This design comes from an exercise in tuning for small area on the open sky130 flow, not from production work. Where RTL was checked, it was by simulation tests only, not by an equivalence proof against the original. Power is estimated from default activity; no workload was simulated.

==> inputs of fjord <==
## matrix_alu
module matrix_alu (
    input  logic        clk,
    input  logic        reset,
    input  logic        start,
    input  logic [2:0]  op,
    input  logic [15:0] a,
    input  logic [15:0] b,
    input  logic [3:0]  scalar,
    output logic [35:0] result,
    output logic [8:0]  det,
    output logic        singular,
    output logic        done
);
    logic [2:0]  opr;       
    logic [15:0] ar;        
    logic [15:0] br;        
    always_ff @(posedge clk) begin
        if (reset) done <= 1'b0;
        else       done <= start;
    end
    always_ff @(posedge clk) begin
        if (reset)      opr <= 3'd7;
        else if (start) opr <= (op == 3'd7) ? 3'd6 : op;
    end
    logic ld, hd, ld_r, hd_r;
    assign ld   = start;
    assign hd   = ~start;
    assign ld_r = start & ~reset;                   
    assign hd_r = ~start & ~reset;
    logic [15:0] ar_d;
    for (genvar k = 0; k < 16; k++) begin : g_ain
        if (k >= 8) begin : g_r
            sel2 u_a (.s({ld_r, hd_r}), .d({a[k], ar[k]}), .y(ar_d[k]));
        end else begin : g_n
            sel2 u_a (.s({ld, hd}), .d({a[k], ar[k]}), .y(ar_d[k]));
        end
    end
    logic sel_b, sel_s, sel_t, sel_d, sel_o;
    assign sel_s = start & (op == 3'd2);
    assign sel_t = start & (op == 3'd4);
    assign sel_d = start & (op == 3'd5);
    assign sel_b = start & ~((op == 3'd2) | (op == 3'd4) | (op == 3'd5));    
    assign sel_o = start & ~((op == 3'd4) | (op == 3'd5));                   
    logic [15:0] br_d;
    for (genvar k = 0; k < 4; k++) begin : g_bin
  ...
Settings: LEC_CHECK=0, CAP_MARGIN=20, CORE_MARGIN=2, CORE_UTILIZATION=40, SLEW_MARGIN=20, SYNTH_HIERARCHICAL=1; clock period 8.0 ns.
standard.sh (not shown) runs the stock make flow with config.mk's settings and CLKGATE_MAP_FILE= SYNTH_SCRIPT=/design/flow/synth_recipe.tcl, a recipe that flattens the netlist after the stock synthesis.
==> flow/flow/run.sh <==
#!/bin/bash
set -euo pipefail
cd "$(dirname "$0")/.."
export BUFFER_PORTS_ARGS="-buffer_cell sky130_fd_sc_hd__buf_1"
export CTS_ARGS="-sink_clustering_enable -repair_clock_nets -buf_list sky130_fd_sc_hd__clkbuf_4 -dont_use_dummy_load"
export GLOBAL_PLACEMENT_ARGS="-keep_resize_below_overflow 0"
bash standard.sh > standard.log 2>&1
==> cedar: changes against fjord <==
--- a/flow/design.v
+++ b/flow/design.v
@@ -81,39 +81,18 @@
     input  logic [3:0] s,
     input  logic [3:0] d,
     output logic       y
 );
     assign y = |(s & d);
 endmodule
-module sel5 (
-    input  logic [4:0] s,
-    input  logic [4:0] d,
+module sel3_n (
+    input  logic [2:0] s,
+    input  logic [2:0] d,
     output logic       y
 );
-    assign y = |(s & d);
-endmodule
-module sel2 (
-    input  logic [1:0] s,
-    input  logic [1:0] d,
-    output logic       y
-);
-    assign y = |(s & d);
-endmodule
-module csa_xnor (
-    input  logic a,
-    input  logic b,
-    output logic y
-);
-    assign y = ~(a ^ b);
-endmodule
-module csa_or (
-    input  logic a,
-    input  logic b,
-    output logic y
-);
-    assign y = a | b;
+    assign y = ~|(s & d);
 endmodule
 `timescale 1ns/1ps
 module matrix_alu (
     input  logic        clk,
     input  logic        reset,
     input  logic        start,
@@ -125,58 +104,52 @@
     output logic [8:0]  det,
     output logic        singular,
     output logic        done
 );
     logic [2:0]  opr;       
     logic [15:0] ar;        
-    logic [15:0] br;        
+    logic [15:0] brx;       
     always_ff @(posedge clk) begin
         if (reset) done <= 1'b0;
         else       done <= start;
     end
-    always_ff @(posedge clk) begin
-        if (reset)      opr <= 3'd7;
-        else if (start) opr <= (op == 3'd7) ? 3'd6 : op;
-    end
-    logic ld, hd, ld_r, hd_r;
-    assign ld   = start;
-    assign hd   = ~start;
-    assign ld_r = start & ~reset;                   
-    assign hd_r = ~start & ~reset;
-    logic [15:0] ar_d;
-    for (genvar k = 0; k < 16; k++) begin : g_ain
-        if (k >= 8) begin : g_r
-            sel2 u_a (.s({ld_r, hd_r}), .d({a[k], ar[k]}), .y(ar_d[k]));
-        end else begin : g_n
-            sel2 u_a (.s({ld, hd}), .d({a[k], ar[k]}), .y(ar_d[k]));
-        end
-    end
     logic sel_b, sel_s, sel_t, sel_d, sel_o;
-    assign sel_s = start & (op == 3'd2);
-    assign sel_t = start & (op == 3'd4);
-    assign sel_d = start & (op == 3'd5);
-    assign sel_b = start & ~((op == 3'd2) | (op == 3'd4) | (op == 3'd5));    
-    assign sel_o = start & ~((op == 3'd4) | (op == 3'd5));                   
-    logic [15:0] br_d;
+    assign sel_s = (op == 3'd2);
+    assign sel_t = (op == 3'd4);
+    assign sel_d = (op == 3'd5);
+    assign sel_b = ~(sel_s | sel_t | sel_d);        
+    assign sel_o = ~(sel_t | sel_d);                
+    logic [15:0] b_in_x;
     for (genvar k = 0; k < 4; k++) begin : g_bin
-        sel5 u_11 (.s({sel_b, sel_s, sel_t, sel_d, hd}),
-                   .d({b[12 + k], scalar[k], a[12 + k], a[k], br[12 + k]}), .y(br_d[12 + k]));
-        sel4 u_12 (.s({sel_o, sel_t, sel_d, hd}),
-                   .d({b[8 + k], a[4 + k], a[8 + k], br[8 + k]}), .y(br_d[8 + k]));
-        sel4 u_21 (.s({sel_o, sel_t, sel_d, hd}),
-                   .d({b[4 + k], a[8 + k], a[4 + k], br[4 + k]}), .y(br_d[4 + k]));
-        sel5 u_22 (.s({sel_b, sel_s, sel_t, sel_d, hd}),
-                   .d({b[k], scalar[k], a[k], a[12 + k], br[k]}), .y(br_d[k]));
+        sel4 u_11 (.s({sel_b, sel_s, sel_t, sel_d}),
+                   .d({b[12 + k], scalar[k], a[12 + k], a[k]}), .y(b_in_x[12 + k]));
+        sel3_n u_12 (.s({sel_o, sel_t, sel_d}),
+                     .d({b[8 + k], a[4 + k], a[8 + k]}), .y(b_in_x[8 + k]));
+        sel3_n u_21 (.s({sel_o, sel_t, sel_d}),
+                     .d({b[4 + k], a[8 + k], a[4 + k]}), .y(b_in_x[4 + k]));
+        sel4 u_22 (.s({sel_b, sel_s, sel_t, sel_d}),
+                   .d({b[k], scalar[k], a[k], a[12 + k]}), .y(b_in_x[k]));
     end
     always_ff @(posedge clk) begin
-        ar <= ar_d;
-        br <= br_d;
+        if (reset) begin
+            opr       <= 3'd7;
+            ar[15:8]  <= 8'd0;
+        end else if (start) begin
+            opr       <= (op == 3'd7) ? 3'd6 : op;
+            ar[15:8]  <= a[15:8];
+        end
+    end
+    always_ff @(posedge clk) begin
+        if (start) begin
+            ar[7:0] <= a[7:0];
+            brx     <= b_in_x;
+        end
     end
     logic [3:0] a11, a12, a21, a22, b11, b12, b21, b22;
     assign {a11, a12, a21, a22} = ar;
-    assign {b11, b12, b21, b22} = br;
+    assign {b11, b12, b21, b22} = {brx[15:12], ~brx[11:4], brx[3:0]};
     logic f01, f23, f3, en, cin_d, cin_o, kill;
     assign f01   = (opr[2:1] == 2'b00);
     assign f23   = (opr[2:1] == 2'b01);
     assign f3    = (opr == 3'd3);
     assign en    = ~opr[1];
     assign cin_d = (opr == 3'd1);
@@ -270,15 +243,14 @@
     wire p11_32, p11_33;
     csa_fa u_p11_32 (.a(p11_28), .b(p11_19), .c(p11_21), .s(p11_32), .co(p11_33));
     wire p11_34, p11_35;
     csa_fa u_p11_34 (.a(p11_30), .b(p11_32), .c(p11_23), .s(p11_34), .co(p11_35));
     wire p11_36, p11_37;
     csa_ha u_p11_36 (.a(p11_25), .b(p11_34), .s(p11_36), .co(p11_37));
-    wire p11_38, p11_39;
-    csa_xnor u_p11_38 (.a(~(a11[2] & y11[3])), .b(~(a11[3] & y11[2])), .y(p11_38));
-    csa_or u_p11_39 (.a(~(a11[2] & y11[3])), .b(~(a11[3] & y11[2])), .y(p11_39));
+    wire p11_38 = ~(~(a11[2] & y11[3]) ^ ~(a11[3] & y11[2]));
+    wire p11_39 = ~(a11[2] & y11[3]) | ~(a11[3] & y11[2]);
     wire p11_40, p11_41;
     csa_fa u_p11_40 (.a(~(a12[2] & y21[3])), .b(~(a12[3] & y21[2])), .c(p11_38), .s(p11_40), .co(p11_41));
     wire p11_42, p11_43;
     csa_fa u_p11_42 (.a(p11_27), .b(p11_29), .c(p11_40), .s(p11_42), .co(p11_43));
     wire p11_44, p11_45;
     csa_fa u_p11_44 (.a(p11_31), .b(p11_42), .c(p11_33), .s(p11_44), .co(p11_45));
@@ -362,15 +334,14 @@
     wire p12_89, p12_90;
     csa_fa u_p12_89 (.a(p12_85), .b(p12_76), .c(p12_78), .s(p12_89), .co(p12_90));
     wire p12_91, p12_92;
     csa_fa u_p12_91 (.a(p12_87), .b(p12_89), .c(p12_80), .s(p12_91), .co(p12_92));
     wire p12_93, p12_94;
     csa_ha u_p12_93 (.a(p12_82), .b(p12_91), .s(p12_93), .co(p12_94));
-    wire p12_95, p12_96;
-    csa_xnor u_p12_95 (.a(~(a11[2] & y12[3])), .b(~(a11[3] & y12[2])), .y(p12_95));
-    csa_or u_p12_96 (.a(~(a11[2] & y12[3])), .b(~(a11[3] & y12[2])), .y(p12_96));
+    wire p12_95 = ~(~(a11[2] & y12[3]) ^ ~(a11[3] & y12[2]));
+    wire p12_96 = ~(a11[2] & y12[3]) | ~(a11[3] & y12[2]);
     wire p12_97, p12_98;
     csa_fa u_p12_97 (.a(~(a12[2] & y22[3])), .b(~(a12[3] & y22[2])), .c(p12_95), .s(p12_97), .co(p12_98));
     wire p12_99, p12_100;
     csa_fa u_p12_99 (.a(p12_84), .b(p12_86), .c(p12_97), .s(p12_99), .co(p12_100));
     wire p12_101, p12_102;
     csa_fa u_p12_101 (.a(p12_88), .b(p12_99), .c(p12_90), .s(p12_101), .co(p12_102));
@@ -454,15 +425,14 @@
     wire p21_146, p21_147;
     csa_fa u_p21_146 (.a(p21_142), .b(p21_133), .c(p21_135), .s(p21_146), .co(p21_147));
     wire p21_148, p21_149;
     csa_fa u_p21_148 (.a(p21_144), .b(p21_146), .c(p21_137), .s(p21_148), .co(p21_149));
     wire p21_150, p21_151;
     csa_ha u_p21_150 (.a(p21_139), .b(p21_148), .s(p21_150), .co(p21_151));
-    wire p21_152, p21_153;
-    csa_xnor u_p21_152 (.a(~(a21[2] & y11[3])), .b(~(a21[3] & y11[2])), .y(p21_152));
-    csa_or u_p21_153 (.a(~(a21[2] & y11[3])), .b(~(a21[3] & y11[2])), .y(p21_153));
+    wire p21_152 = ~(~(a21[2] & y11[3]) ^ ~(a21[3] & y11[2]));
+    wire p21_153 = ~(a21[2] & y11[3]) | ~(a21[3] & y11[2]);
     wire p21_154, p21_155;
     csa_fa u_p21_154 (.a(~(a22[2] & y21[3])), .b(~(a22[3] & y21[2])), .c(p21_152), .s(p21_154), .co(p21_155));
     wire p21_156, p21_157;
     csa_fa u_p21_156 (.a(p21_141), .b(p21_143), .c(p21_154), .s(p21_156), .co(p21_157));
     wire p21_158, p21_159;
     csa_fa u_p21_158 (.a(p21_145), .b(p21_156), .c(p21_147), .s(p21_158), .co(p21_159));
@@ -546,15 +516,14 @@
     wire p22_203, p22_204;
     csa_fa u_p22_203 (.a(p22_199), .b(p22_190), .c(p22_192), .s(p22_203), .co(p22_204));
     wire p22_205, p22_206;
     csa_fa u_p22_205 (.a(p22_201), .b(p22_203), .c(p22_194), .s(p22_205), .co(p22_206));
     wire p22_207, p22_208;
     csa_ha u_p22_207 (.a(p22_196), .b(p22_205), .s(p22_207), .co(p22_208));
-    wire p22_209, p22_210;
-    csa_xnor u_p22_209 (.a(~(a21[2] & y12[3])), .b(~(a21[3] & y12[2])), .y(p22_209));
-    csa_or u_p22_210 (.a(~(a21[2] & y12[3])), .b(~(a21[3] & y12[2])), .y(p22_210));
+    wire p22_209 = ~(~(a21[2] & y12[3]) ^ ~(a21[3] & y12[2]));
+    wire p22_210 = ~(a21[2] & y12[3]) | ~(a21[3] & y12[2]);
     wire p22_211, p22_212;
     csa_fa u_p22_211 (.a(~(a22[2] & y22[3])), .b(~(a22[3] & y22[2])), .c(p22_209), .s(p22_211), .co(p22_212));
     wire p22_213, p22_214;
     csa_fa u_p22_213 (.a(p22_198), .b(p22_200), .c(p22_211), .s(p22_213), .co(p22_214));
     wire p22_215, p22_216;
     csa_fa u_p22_215 (.a(p22_202), .b(p22_213), .c(p22_204), .s(p22_215), .co(p22_216));
@@ -598,51 +567,46 @@
     wire pp_a123_a210;
     pp_nor u_pp_a123_a210 (.an(a12_n[3]), .bn(a21_n[0]), .y(pp_a123_a210));
     wire pp_a123_a211;
     pp_nor u_pp_a123_a211 (.an(a12_n[3]), .bn(a21_n[1]), .y(pp_a123_a211));
     wire pp_a123_a212;
     pp_nor u_pp_a123_a212 (.an(a12_n[3]), .bn(a21_n[2]), .y(pp_a123_a212));
-    wire d_228, d_229;
-    csa_xnor u_d_228 (.a(pp_a110_a220), .b(~(a12[0] & a21[0])), .y(d_228));
-    csa_or u_d_229 (.a(pp_a110_a220), .b(~(a12[0] & a21[0])), .y(d_229));
-    wire d_230, d_231;
-    csa_xnor u_d_230 (.a(pp_a110_a221), .b(pp_a111_a220), .y(d_230));
-    csa_or u_d_231 (.a(pp_a110_a221), .b(pp_a111_a220), .y(d_231));
+    wire d_228 = ~(pp_a110_a220 ^ ~(a12[0] & a21[0]));
+    wire d_229 = pp_a110_a220 | ~(a12[0] & a21[0]);
+    wire d_230 = ~(pp_a110_a221 ^ pp_a111_a220);
+    wire d_231 = pp_a110_a221 | pp_a111_a220;
     wire d_232, d_233;
     csa_fa u_d_232 (.a(~(a12[0] & a21[1])), .b(~(a12[1] & a21[0])), .c(d_229), .s(d_232), .co(d_233));
     wire d_234, d_235;
     csa_ha u_d_234 (.a(d_230), .b(d_232), .s(d_234), .co(d_235));
-    wire d_236, d_237;
-    csa_xnor u_d_236 (.a(pp_a110_a222), .b(pp_a111_a221), .y(d_236));
-    csa_or u_d_237 (.a(pp_a110_a222), .b(pp_a111_a221), .y(d_237));
+    wire d_236 = ~(pp_a110_a222 ^ pp_a111_a221);
+    wire d_237 = pp_a110_a222 | pp_a111_a221;
     wire d_238, d_239;
     csa_fa u_d_238 (.a(pp_a112_a220), .b(~(a12[0] & a21[2])), .c(~(a12[1] & a21[1])), .s(d_238), .co(d_239));
     wire d_240, d_241;
     csa_fa u_d_240 (.a(~(a12[2] & a21[0])), .b(d_231), .c(d_236), .s(d_240), .co(d_241));
     wire d_242, d_243;
     csa_fa u_d_242 (.a(d_238), .b(d_233), .c(d_240), .s(d_242), .co(d_243));
     wire d_244, d_245;
     csa_ha u_d_244 (.a(d_235), .b(d_242), .s(d_244), .co(d_245));
-    wire d_246, d_247;
-    csa_xnor u_d_246 (.a(~(a11[0] & a22[3])), .b(pp_a111_a222), .y(d_246));
-    csa_or u_d_247 (.a(~(a11[0] & a22[3])), .b(pp_a111_a222), .y(d_247));
+    wire d_246 = ~(~(a11[0] & a22[3]) ^ pp_a111_a222);
+    wire d_247 = ~(a11[0] & a22[3]) | pp_a111_a222;
     wire d_248, d_249;
     csa_fa u_d_248 (.a(pp_a112_a221), .b(~(a11[3] & a22[0])), .c(pp_a120_a213), .s(d_248), .co(d_249));
     wire d_250, d_251;
     csa_fa u_d_250 (.a(~(a12[1] & a21[2])), .b(~(a12[2] & a21[1])), .c(pp_a123_a210), .s(d_250), .co(d_251));
     wire d_252, d_253;
     csa_fa u_d_252 (.a(d_237), .b(d_246), .c(d_239), .s(d_252), .co(d_253));
     wire d_254, d_255;
     csa_fa u_d_254 (.a(d_248), .b(d_250), .c(d_241), .s(d_254), .co(d_255));
     wire d_256, d_257;
     csa_fa u_d_256 (.a(d_252), .b(d_254), .c(d_243), .s(d_256), .co(d_257));
     wire d_258, d_259;
     csa_ha u_d_258 (.a(d_245), .b(d_256), .s(d_258), .co(d_259));
-    wire d_260, d_261;
-    csa_xnor u_d_260 (.a(~(a11[1] & a22[3])), .b(pp_a112_a222), .y(d_260));
-    csa_or u_d_261 (.a(~(a11[1] & a22[3])), .b(pp_a112_a222), .y(d_261));
+    wire d_260 = ~(~(a11[1] & a22[3]) ^ pp_a112_a222);
+    wire d_261 = ~(a11[1] & a22[3]) | pp_a112_a222;
     wire d_262, d_263;
     csa_fa u_d_262 (.a(~(a11[3] & a22[1])), .b(pp_a121_a213), .c(~(a12[2] & a21[2])), .s(d_262), .co(d_263));
     wire d_264, d_265;
     csa_fa u_d_264 (.a(pp_a123_a211), .b(d_247), .c(d_260), .s(d_264), .co(d_265));
     wire d_266, d_267;
     csa_fa u_d_266 (.a(d_249), .b(d_251), .c(d_262), .s(d_266), .co(d_267));
==> flow/flow/run.sh (replaced) <==
#!/bin/bash
set -euo pipefail
cd "$(dirname "$0")/.."
export BUFFER_PORTS_ARGS="-buffer_cell sky130_fd_sc_hd__buf_1"
export CTS_ARGS="-sink_clustering_enable -sink_clustering_size 40 -sink_clustering_max_diameter 300 -repair_clock_nets -buf_list sky130_fd_sc_hd__clkbuf_8 -root_buf sky130_fd_sc_hd__clkbuf_8 -dont_use_dummy_load"
bash standard.sh > standard.log 2>&1
==> ember: changes against fjord <==
--- a/flow/design.v
+++ b/flow/design.v
@@ -81,25 +81,18 @@
     input  logic [3:0] s,
     input  logic [3:0] d,
     output logic       y
 );
     assign y = |(s & d);
 endmodule
-module sel5 (
-    input  logic [4:0] s,
-    input  logic [4:0] d,
+module sel3_n (
+    input  logic [2:0] s,
+    input  logic [2:0] d,
     output logic       y
 );
-    assign y = |(s & d);
-endmodule
-module sel2 (
-    input  logic [1:0] s,
-    input  logic [1:0] d,
-    output logic       y
-);
-    assign y = |(s & d);
+    assign y = ~|(s & d);
 endmodule
 module csa_xnor (
     input  logic a,
     input  logic b,
     output logic y
 );
@@ -125,58 +118,52 @@
     output logic [8:0]  det,
     output logic        singular,
     output logic        done
 );
     logic [2:0]  opr;       
     logic [15:0] ar;        
-    logic [15:0] br;        
+    logic [15:0] brx;       
     always_ff @(posedge clk) begin
         if (reset) done <= 1'b0;
         else       done <= start;
     end
-    always_ff @(posedge clk) begin
-        if (reset)      opr <= 3'd7;
-        else if (start) opr <= (op == 3'd7) ? 3'd6 : op;
-    end
-    logic ld, hd, ld_r, hd_r;
-    assign ld   = start;
-    assign hd   = ~start;
-    assign ld_r = start & ~reset;                   
-    assign hd_r = ~start & ~reset;
-    logic [15:0] ar_d;
-    for (genvar k = 0; k < 16; k++) begin : g_ain
-        if (k >= 8) begin : g_r
-            sel2 u_a (.s({ld_r, hd_r}), .d({a[k], ar[k]}), .y(ar_d[k]));
-        end else begin : g_n
-            sel2 u_a (.s({ld, hd}), .d({a[k], ar[k]}), .y(ar_d[k]));
-        end
-    end
     logic sel_b, sel_s, sel_t, sel_d, sel_o;
-    assign sel_s = start & (op == 3'd2);
-    assign sel_t = start & (op == 3'd4);
-    assign sel_d = start & (op == 3'd5);
-    assign sel_b = start & ~((op == 3'd2) | (op == 3'd4) | (op == 3'd5));    
-    assign sel_o = start & ~((op == 3'd4) | (op == 3'd5));                   
-    logic [15:0] br_d;
+    assign sel_s = (op == 3'd2);
+    assign sel_t = (op == 3'd4);
+    assign sel_d = (op == 3'd5);
+    assign sel_b = ~(sel_s | sel_t | sel_d);        
+    assign sel_o = ~(sel_t | sel_d);                
+    logic [15:0] b_in_x;
     for (genvar k = 0; k < 4; k++) begin : g_bin
-        sel5 u_11 (.s({sel_b, sel_s, sel_t, sel_d, hd}),
-                   .d({b[12 + k], scalar[k], a[12 + k], a[k], br[12 + k]}), .y(br_d[12 + k]));
-        sel4 u_12 (.s({sel_o, sel_t, sel_d, hd}),
-                   .d({b[8 + k], a[4 + k], a[8 + k], br[8 + k]}), .y(br_d[8 + k]));
-        sel4 u_21 (.s({sel_o, sel_t, sel_d, hd}),
-                   .d({b[4 + k], a[8 + k], a[4 + k], br[4 + k]}), .y(br_d[4 + k]));
-        sel5 u_22 (.s({sel_b, sel_s, sel_t, sel_d, hd}),
-                   .d({b[k], scalar[k], a[k], a[12 + k], br[k]}), .y(br_d[k]));
+        sel4 u_11 (.s({sel_b, sel_s, sel_t, sel_d}),
+                   .d({b[12 + k], scalar[k], a[12 + k], a[k]}), .y(b_in_x[12 + k]));
+        sel3_n u_12 (.s({sel_o, sel_t, sel_d}),
+                     .d({b[8 + k], a[4 + k], a[8 + k]}), .y(b_in_x[8 + k]));
+        sel3_n u_21 (.s({sel_o, sel_t, sel_d}),
+                     .d({b[4 + k], a[8 + k], a[4 + k]}), .y(b_in_x[4 + k]));
+        sel4 u_22 (.s({sel_b, sel_s, sel_t, sel_d}),
+                   .d({b[k], scalar[k], a[k], a[12 + k]}), .y(b_in_x[k]));
+    end
+    always_ff @(posedge clk) begin
+        if (reset) begin
+            opr       <= 3'd7;
+            ar[15:8]  <= 8'd0;
+        end else if (start) begin
+            opr       <= (op == 3'd7) ? 3'd6 : op;
+            ar[15:8]  <= a[15:8];
+        end
     end
     always_ff @(posedge clk) begin
-        ar <= ar_d;
-        br <= br_d;
+        if (start) begin
+            ar[7:0] <= a[7:0];
+            brx     <= b_in_x;
+        end
     end
     logic [3:0] a11, a12, a21, a22, b11, b12, b21, b22;
     assign {a11, a12, a21, a22} = ar;
-    assign {b11, b12, b21, b22} = br;
+    assign {b11, b12, b21, b22} = {brx[15:12], ~brx[11:4], brx[3:0]};
     logic f01, f23, f3, en, cin_d, cin_o, kill;
     assign f01   = (opr[2:1] == 2'b00);
     assign f23   = (opr[2:1] == 2'b01);
     assign f3    = (opr == 3'd3);
     assign en    = ~opr[1];
     assign cin_d = (opr == 3'd1);
==> run notes <==
Mapped Cells: fjord 586; cedar 584; ember 572
Proportion of final cell area spent on non-clock buffers: fjord 5.54%; cedar 5.85%; ember 5.91%
Largest net degree at the start of global routing: fjord 43; cedar 40; ember 37
Routed wire length on met2: fjord 7630 um; cedar 6890 um; ember 8240 um
Min-Delay Endpoint: fjord br[3]; cedar ar[13]; ember opr[2]
Area share of the largest cell type after synthesis: fjord 42.8%; cedar 41.6%; ember 42.2%
FF-to-FF setup slack: fjord 6.86 ns; cedar 6.76 ns; ember 6.79 ns
Mux contribution to synthesized area: fjord 0%; cedar 1.41%; ember 1.61%
Multi-input gate area in the final layout: fjord 4540 um2; cedar 4350 um2; ember 4360 um2
Number of non-clock buffers in the layout: fjord 88; cedar 92; ember 89
Final instance area: fjord 5960 um2; cedar 6180 um2; ember 6070 um2
Multi-input gates: fjord 494; cedar 464; ember 470
Die Width: fjord 121 um; cedar 123 um; ember 122 um
Sequential power: fjord 0.245 mW; cedar 0.247 mW; ember 0.252 mW
Slowest CP cell: fjord dfxtp_1; cedar or3_1; ember dfxtp_1
CTS root buffer: fjord clkbuf_4; cedar clkbuf_8; ember clkbuf_4
Gate power share: fjord 63.5%; cedar 63.2%; ember 64.6%
Number of flops mapped to enable cells by yosys: fjord 0; cedar 24; ember 24
Reg2Reg Depth: fjord 2; cedar 3; ember 2
Critical path data arrival time: fjord 5.93 ns; cedar 5.77 ns; ember 5.91 ns
Instance count on the critical path: fjord 14; cedar 17; ember 13
Outcome: fjord finished clean; cedar finished clean; ember finished clean
Fraction of area in registers: fjord 12.1%; cedar 15.5%; ember 15.8%
Post-cts repair resize count: fjord 1; cedar 0; ember 0
Total power divided by cell area: fjord 151 nW/um2; cedar 156 nW/um2; ember 153 nW/um2
Global-route wire length before repair: fjord 25900 um; cedar 23600 um; ember 26000 um
Power dissipated in combinational cells: fjord 0.572 mW; cedar 0.609 mW; ember 0.600 mW
The RTL of cedar was laid out without a check of its function.

==> what the ideal ports hide <==
Ports are ideal in the flow. The routed layouts listed here were re-timed in OpenROAD. Step 1, drivers: a clkbuf_16 drives clk and a buf_2 each remaining input, both assumed. Step 2 times the ports against the registers' clock, not the clock port: input delays grow and output delays shrink by t, the midpoint of the rising clock arrivals with the driver on. a / b / c = ideal ports / drivers / drivers and shift; a / b = the first two.
| run | t, ns | setup slack, ns | worst setup path after step 2 | latest minus earliest clock arrival (ns) |
|---|---|---|---|---|
| fjord | 0.352 | 0.472 / 0.448 / 0.800 | register to output | 0.015 / 0.014 |
| cedar | 0.294 | 0.626 / 0.604 / 0.898 | register to output | 0.021 / 0.021 |
| ember | 0.321 | 0.487 / 0.467 / 0.788 | register to output | 0.033 / 0.034 |
After both steps setup and hold are still met in every run listed.
